What follows belongs to an exercise in optimizing a design on an open flow for small area; a production flow would make more cautious choices.
Function was checked by simulation only, so behaviour that the tests miss may differ from the original.
Power and IR drop assume default switching activity.

== P ==
## filtro_fir_eq
module filtro_fir_eq #(
  parameter int TAPS = TAPS_DEF
) (
  input  logic                       clock,
  input  logic                       reset,
  input  logic signed [SAMPLE_W-1:0] sample_in,
  input  logic                       sample_valid,
  input  logic                       coef_we,
  input  logic [$clog2(TAPS)-1:0]    coef_addr,
  input  logic signed [COEF_W-1:0]   coef_data,
  output logic [SAMPLE_W-1:0]        dac_out_data,
  output logic                       dac_out_valid,
  input  logic                       dac_out_ready,
  output logic                       busy,
  output logic                       overrun,
  output logic                       coef_err
);
Size: about 510 flip-flops, about 53 I/O pins.
make LEC_CHECK=0 CAP_MARGIN=20 CORE_MARGIN=2 CORE_UTILIZATION=60 CTS_BUF_LIST=sky130_fd_sc_hd__clkbuf_4 CTS_CLUSTER_DIAMETER=30 CTS_CLUSTER_SIZE=8 SLEW_MARGIN=20 finish   # period 10.0 ns
run.sh (not shown) runs the stock make flow with config.mk's settings and CLKGATE_MAP_FILE= SYNTH_SCRIPT=/design/flow/synth_recipe.tcl, a recipe that flattens the netlist after the stock synthesis.
Changes in Q relative to P:
- a deleted CTS_CLUSTER_SIZE that had been 8
- a deleted CTS_BUF_LIST that had been sky130_fd_sc_hd__clkbuf_4
- a deleted CTS_CLUSTER_DIAMETER that had been 30
==> flow/flow/run.sh (new file) <==
#!/bin/bash
# Standard ORFS flow (the standard.sh) with smaller port buffers and a
# clock tree without dummy loads. ORFS writes each step's log under orfs/logs.
set -e
bash standard.sh BUFFER_PORTS_ARGS="-inputs -outputs -buffer_cell sky130_fd_sc_hd__buf_1" \
  CTS_ARGS="-sink_clustering_enable -repair_clock_nets -buf_list sky130_fd_sc_hd__clkbuf_2 -sink_clustering_size 7 -sink_clustering_max_diameter 30 -dont_use_dummy_load" \
  finish > standard.log 2>&1
==> flow/standard.sh (new file) <==
#!/bin/bash
# synth_recipe.tcl (not shown) runs the flow's synth.tcl, then flattens the netlist and writes it again
# the make line also repeats each setting of config.mk as NAME=value (left out here)
make -C /OpenROAD-flow-scripts/flow DESIGN_CONFIG=/design/flow/config.mk WORK_HOME=/design/flow/orfs CLKGATE_MAP_FILE= SYNTH_SCRIPT=/design/flow/synth_recipe.tcl "${@:-finish}"
removed: flow/run.sh
Notes after the runs:
Comparing Q against P, there is no change at all in XOR/XNOR share of the synthesized area.
Relative to P, number of cells in the finished layout apart from fillers has gone down in Q.
Side by side, worst hold slack turned out lower in Q than in P.
Diff P -> Q: routed metal-1 wirelength moved down, clock transition at the register clock pins on the worst setup and hold paths after CTS grew by 30 ps, routed wire length now sits lower, overall fraction of global-route tracks in use saw little to no change.
Taking P as the reference, in Q final design instance area without fill went down about 5.6%, fmax went down 0.0024 GHz, proportion of power drawn by combinational gates fell by 0.3 points, register-to-register slack went down.
Relative to Q, the following input files were edited for R:
==> flow/flow/run.sh <==
#!/bin/bash
# Standard ORFS flow (the standard.sh) with smaller port buffers and a
# clock tree without dummy loads. ORFS writes each step's log under orfs/logs.
set -e
bash standard.sh BUFFER_PORTS_ARGS="-inputs -outputs -buffer_cell sky130_fd_sc_hd__buf_1" \
  CTS_ARGS="-sink_clustering_enable -repair_clock_nets -buf_list sky130_fd_sc_hd__clkbuf_4 -sink_clustering_size 10 -sink_clustering_max_diameter 40 -dont_use_dummy_load" \
  finish > standard.log 2>&1
Notes after the runs:
On global-route usage, the lower figure sits with R, not Q.
Against Q as the reference, R delivers a lower leakage dissipation.
R against Q; wire length is down by a few percent.

* * *

== run A ==
The RTL this note starts from:
==> flow/design.v <==
package eq_pkg;
  localparam int SAMPLE_W = 12;
  localparam int COEF_W   = 16;
  localparam int FRAC     = COEF_W - 1;
  localparam int TAPS_DEF = 16;
  localparam int ACC_W    = SAMPLE_W + 5;
endpackage
import eq_pkg::*;
module fir_mac (
  input  logic                       clock,
  input  logic                       i_run,    
  input  logic                       i_hold,   
  input  logic                       i_sh,     
  input  logic                       i_neg,    
  input  logic                       i_rnd,    
  input  logic                       i_cbit,   
  input  logic signed [SAMPLE_W-1:0] i_x,
  output logic        [SAMPLE_W-1:0] o_y
);
  logic signed [ACC_W-1:0] r_acc;
  logic signed [ACC_W-1:0] w_base;
  logic signed [ACC_W-1:0] w_add;
  logic                    w_cin;
  logic                    w_shift;
  logic                    w_ovf;
  logic        [SAMPLE_W-1:0] w_y;
  assign w_shift = i_run ? i_sh : !i_hold;
  assign w_base  = w_shift ? {r_acc[ACC_W-1] & i_run, r_acc[ACC_W-1:1]} : r_acc;
  logic        [SAMPLE_W-1:0] w_xs;
  assign w_xs    = (i_neg ? ~i_x : i_x) & {SAMPLE_W{i_run && i_cbit}};
  assign w_add   = {{(ACC_W-SAMPLE_W){w_xs[SAMPLE_W-1]}}, w_xs};
  assign w_cin   = i_run && ((i_cbit && i_neg) || i_rnd);
  logic [ACC_W:0]   w_c;
  logic [ACC_W-1:0] w_sum;
  assign w_c[0] = w_cin;
  for (genvar i = 0; i < ACC_W; i++) begin : g_fa
    assign w_sum[i]  = w_base[i] ^ w_add[i] ^ w_c[i];
    assign w_c[i+1]  = (w_base[i] & w_add[i]) | (w_c[i] & (w_base[i] ^ w_add[i]));
  end
  always_ff @(posedge clock)
    r_acc <= w_sum;
  assign w_ovf = (r_acc[ACC_W-1:SAMPLE_W-1] != '0) && (r_acc[ACC_W-1:SAMPLE_W-1] != '1);
  assign w_y = w_ovf ? {r_acc[ACC_W-1], {(SAMPLE_W-1){!r_acc[ACC_W-1]}}}
                     : r_acc[SAMPLE_W-1:0];
  assign o_y = {~w_y[SAMPLE_W-1], w_y[SAMPLE_W-2:0]};
endmodule
import eq_pkg::*;
module filtro_fir_eq #(
  parameter int TAPS = TAPS_DEF
) (
  input  logic                       clock,
  input  logic                       reset,
  input  logic signed [SAMPLE_W-1:0] sample_in,
  input  logic                       sample_valid,
  input  logic                       coef_we,
  input  logic [$clog2(TAPS)-1:0]    coef_addr,
  input  logic signed [COEF_W-1:0]   coef_data,
  output logic [SAMPLE_W-1:0]        dac_out_data,
  output logic                       dac_out_valid,
  input  logic                       dac_out_ready,
  output logic                       busy,
  output logic                       overrun,
  output logic                       coef_err
);
  localparam int NC = TAPS * COEF_W;     
  localparam int NS = TAPS * SAMPLE_W;   
  logic [NC-1:0]       r_cr;       
  logic [NS-1:0]       r_sr;       
  logic [COEF_W-1:0]   r_wb;       
  logic [3:0]          r_wa;       
  logic [7:0]          r_p;        
  logic [3:0]          r_m;        
  logic                r_scrub, r_comp, r_valid, r_clr, r_pend, r_wact;
  logic                r_overrun, r_coef_err;
  logic                w_idle, w_win, w_open, w_take, w_write, w_end;
  logic [7:0]          w_q;
  logic                w_ins;
  logic                w_cin_bit;
  logic                w_dflt;
  logic [SAMPLE_W-1:0] w_x, w_new;
  logic [15:0]         w_tail;
  assign w_idle  = !(r_scrub || r_comp || r_valid || r_clr || r_pend);
  assign w_win   = (r_p == {4'hF, ~r_m});
  assign w_open  = w_idle && w_win;
  assign w_take  = w_open && sample_valid;
  assign w_write = w_open && coef_we;
  assign w_end   = r_comp && w_win;
  assign w_q     = r_p + {4'h0, r_m};
  assign w_tail    = r_cr[NC-1 -: 16];
  assign w_cin_bit = w_tail[4'd15 - r_m];
  assign w_dflt    = (r_p[3:0] == 4'hF) && (r_p[7:4] != 4'hF);
  assign w_ins     = r_wact && (r_p[3:0] == ~r_wa);
  assign w_x   = r_sr[NS-1 -: SAMPLE_W];
  assign w_new = w_take ? sample_in : (r_scrub ? '0 : w_x);
  always_ff @(posedge clock) begin
    r_cr <= {r_cr[NC-2:0], r_scrub ? w_dflt : (w_ins ? r_wb[r_p[7:4]] : r_cr[NC-1])};
    r_sr <= {r_sr[NS-SAMPLE_W-1:0], w_new};
    if (!r_pend) begin
      r_wb <= coef_data;
      r_wa <= coef_addr;
    end
  end
  always_ff @(posedge clock or posedge reset) begin
    if (reset) begin
      r_p        <= '0;
      r_m        <= 4'hF;
      r_scrub    <= 1'b1;
      r_comp     <= 1'b0;
      r_valid    <= 1'b0;
      r_clr      <= 1'b0;
      r_pend     <= 1'b0;
      r_wact     <= 1'b0;
      r_overrun  <= 1'b0;
      r_coef_err <= 1'b0;
    end else begin
      r_p        <= r_p + 8'd1;
      r_overrun  <= sample_valid && !w_open;
      r_coef_err <= coef_we && !w_open;
      if (r_p == 8'hFF) r_scrub <= 1'b0;
      if (w_take) r_comp <= 1'b1;
      if (w_end) begin
        r_comp  <= 1'b0;
        r_valid <= 1'b1;
        r_m     <= r_m - 4'd1;
      end
      if (r_valid && dac_out_ready) begin
        r_valid <= 1'b0;
        r_clr   <= 1'b1;
      end
      if (r_clr && r_p[7:4] == 4'h0) r_clr <= 1'b0;
      if (w_write) r_pend <= 1'b1;
      if (r_p == 8'hFF) begin
        if (r_wact) begin
          r_wact <= 1'b0;
          r_pend <= 1'b0;
        end else if (r_pend || w_write) begin
          r_wact <= 1'b1;
        end
      end
    end
  end
  fir_mac u_mac (
    .clock  (clock),
    .i_run  (r_comp),
    .i_hold (r_valid),
    .i_sh   (w_q[3:0] == 4'h0),
    .i_neg  (w_q[7:4] == 4'hF),
    .i_rnd  (w_q == 8'd224),
    .i_cbit (w_cin_bit),
    .i_x    (w_x),
    .o_y    (dac_out_data)
  );
  assign dac_out_valid = r_valid;
  assign busy          = !w_open && !reset;
  assign overrun       = r_overrun;
  assign coef_err      = r_coef_err;
endmodule
==> flow/config.mk <==
export PLATFORM = sky130hd
export DESIGN_NAME = filtro_fir_eq
export DESIGN_NICKNAME = filtro_fir_eq
export VERILOG_FILES = /design/flow/design.v
export SDC_FILE = /design/flow/constraint.sdc
export NUM_CORES = 4
export LEC_CHECK = 0
export CAP_MARGIN = 20
export CORE_MARGIN = 2
export CORE_UTILIZATION = 60
export SLEW_MARGIN = 20
==> flow/constraint.sdc <==
create_clock -name core_clock -period 10.0 [get_ports {clock}]
set_input_delay 2.0000 -clock core_clock [delete_from_list [all_inputs] [get_ports {clock}]]
set_output_delay 2.0000 -clock core_clock [all_outputs]
set_load 0.01 [all_outputs]
standard.sh (not shown) runs the stock make flow with config.mk's settings and CLKGATE_MAP_FILE= SYNTH_SCRIPT=/design/flow/synth_recipe.tcl, a recipe that flattens the netlist after the stock synthesis.
==> flow/flow/run.sh <==
#!/bin/bash
# Standard ORFS flow (the standard.sh) with smaller port buffers and a
# clock tree without dummy loads. ORFS writes each step's log under orfs/logs.
set -e
bash standard.sh BUFFER_PORTS_ARGS="-inputs -outputs -buffer_cell sky130_fd_sc_hd__buf_1" \
  CTS_ARGS="-sink_clustering_enable -repair_clock_nets -buf_list {sky130_fd_sc_hd__clkbuf_2 sky130_fd_sc_hd__clkbuf_4 sky130_fd_sc_hd__clkbuf_8} -sink_clustering_size 12 -sink_clustering_max_diameter 35 -dont_use_dummy_load" \
  finish > standard.log 2>&1
Both conditions hold for run A: the flow ran to the end and the final layout passed the timing, design-rule and antenna checks.
Input changes introduced in run B (baseline for comparison: run A):
- CORE_UTILIZATION now 85, was 60
==> flow/flow/run.sh <==
#!/bin/bash
# Standard ORFS flow (the standard.sh) with smaller port buffers and a
# clock tree without dummy loads. ORFS writes each step's log under orfs/logs.
set -e
bash standard.sh BUFFER_PORTS_ARGS="-inputs -outputs -buffer_cell sky130_fd_sc_hd__buf_1" \
  CTS_ARGS="-sink_clustering_enable -repair_clock_nets -buf_list sky130_fd_sc_hd__clkbuf_4 -sink_clustering_size 12 -sink_clustering_max_diameter 40 -dont_use_dummy_load" \
  finish > standard.log 2>&1
- Run B did not run to completion, as it errored out during clock tree synthesis.
- What run B reported for total placed cells including tap cells has to be multiplied by 1.09 to get the figure for run A.
- As far as number of distinct standard cells referenced by the synthesized netlist is concerned, run B and run A perform about the same.
- Run B and run A ended up with roughly the same synthesized-area fraction occupied by adder cells.
- Run A → run B: die boundary width shows a reduction of about 16%, placed cell area now smaller.
- The post-cts gate resize count of run B and that of run A are within noise of each other.
- Lower post-place setup slack goes to run B over run A.
- What run B reported for standard-cell row count has to be multiplied by 1.18 to get the figure for run A.
- What run B reported for TritonCTS buffer count has to be multiplied by 1.08 to get the figure for run A.
- Comparing run A and run B, the lower effective utilization at floorplan is on run A.
- Run B vs run A, detailed-placement wirelength estimate went up by 47%.
> inputs changed (run B -> run C)
- CORE_UTILIZATION changed from 85 to 60
==> flow/flow/run.sh <==
#!/bin/bash
# Standard ORFS flow (the standard.sh) with smaller port buffers and a
# clock tree without dummy loads. ORFS writes each step's log under orfs/logs.
set -e
bash standard.sh BUFFER_PORTS_ARGS="-inputs -outputs -buffer_cell sky130_fd_sc_hd__buf_1" \
  CTS_ARGS="-sink_clustering_enable -repair_clock_nets -buf_list sky130_fd_sc_hd__clkbuf_4 -sink_clustering_size 12 -sink_clustering_max_diameter 30 -dont_use_dummy_load" \
  finish > standard.log 2>&1
Results
Run C: all stages complete, timing, DRC and antenna checks passed
Instance count after placement with tap cells included, run C vs run B: up by a little under 10%
Re number of gates given a new drive strength after cts: no difference whatsoever between run B and run C.
On count of clock tree sinks, run C tracks run B almost exactly.
Pre-CTS setup slack (lower): run B
For die outline height, dividing the value from run B by the value from run C gives 0.845.
Between run B and run C, the difference in sequential fraction of the synthesis area is negligible.
Compared with run B, in run C synthesized-area fraction occupied by adder cells has remained practically unchanged; placed cell area now sits higher; number of buffers created by CTS increased by 12 relative to the old numbers.
Here is what was changed in the inputs of run D compared with run C.
- CORE_UTILIZATION: 60 -> 75
==> flow/flow/run.sh <==
#!/bin/bash
# Standard ORFS flow (the standard.sh) with smaller port buffers and a
# clock tree without dummy loads. ORFS writes each step's log under orfs/logs.
set -e
bash standard.sh BUFFER_PORTS_ARGS="-inputs -outputs -buffer_cell sky130_fd_sc_hd__buf_1" \
  CTS_ARGS="-sink_clustering_enable -repair_clock_nets -buf_list sky130_fd_sc_hd__clkbuf_4 -sink_clustering_size 12 -sink_clustering_max_diameter 40 -dont_use_dummy_load" \
  finish > standard.log 2>&1
==> summary.txt <==
When the final numbers for run D and run C were put side by side, the clock insertion delay at the later pin of the skew report turned out to be greater in run C. Taking run C as the reference, in run D post-route cell area shows a reduction of about 1.2%, number of fill cells shows a reduction of 684, clock-buffer cell count shows a reduction of 11, power shows a reduction of 1.9%. Looking at met3 capacity usage during global routing, run D sits 1.3 points higher than run C does. Run D falls short of run C in wire length.
#### Input delta (run E over run D)
- CORE_UTILIZATION: 75 -> 60
==> flow/flow/run.sh <==
#!/bin/bash
# Standard ORFS flow (the standard.sh) with smaller port buffers and a
# clock tree without dummy loads. ORFS writes each step's log under orfs/logs.
set -e
bash standard.sh BUFFER_PORTS_ARGS="-inputs -outputs -buffer_cell sky130_fd_sc_hd__buf_1" \
  CTS_ARGS="-sink_clustering_enable -repair_clock_nets -buf_list sky130_fd_sc_hd__clkbuf_16 -sink_clustering_size 32 -sink_clustering_max_diameter 45 -dont_use_dummy_load" \
  finish > standard.log 2>&1
Notes after the runs:
- Summary of run E over run D: number of instances in the placed design went up about 5.6%; proportion of cell area occupied by registers went down 3.6 points; initial core utilization went down 16 points; cell area after layout went up about 5%.

[what the ideal ports hide]
How much do the figures lean on ideal ports? The routed layouts below were timed once more, with nothing changed but the port constraints. Step 1 sets driving cells, clkbuf_16 on the clock port and buf_2 on the other inputs (assumed; they add their load-dependent delay and slew). Step 2 also shifts input and output timing later by t, the mid clock arrival at the registers, as if the neighbouring blocks saw the same clock. Three values: ideal ports, drivers, drivers and shift; two values: the first two.
run | t (ns) | setup WS [ns] | worst setup path at the end
P | 0.710 | 1.455 / 1.455 / 1.455 | register to register
Q | 0.796 | 1.276 / 1.276 / 1.276 | register to register
R | 0.684 | 1.403 / 1.403 / 1.403 | register to register
run A | 0.569 | 1.407 / 1.407 / 1.407 | register to register
run C | 0.679 | 1.398 / 1.398 / 1.398 | register to register
run D | 0.683 | 1.312 / 1.312 / 1.312 | register to register
run E | 0.539 | 1.282 / 1.282 / 1.282 | register to register
After both steps every run listed still meets setup and hold.
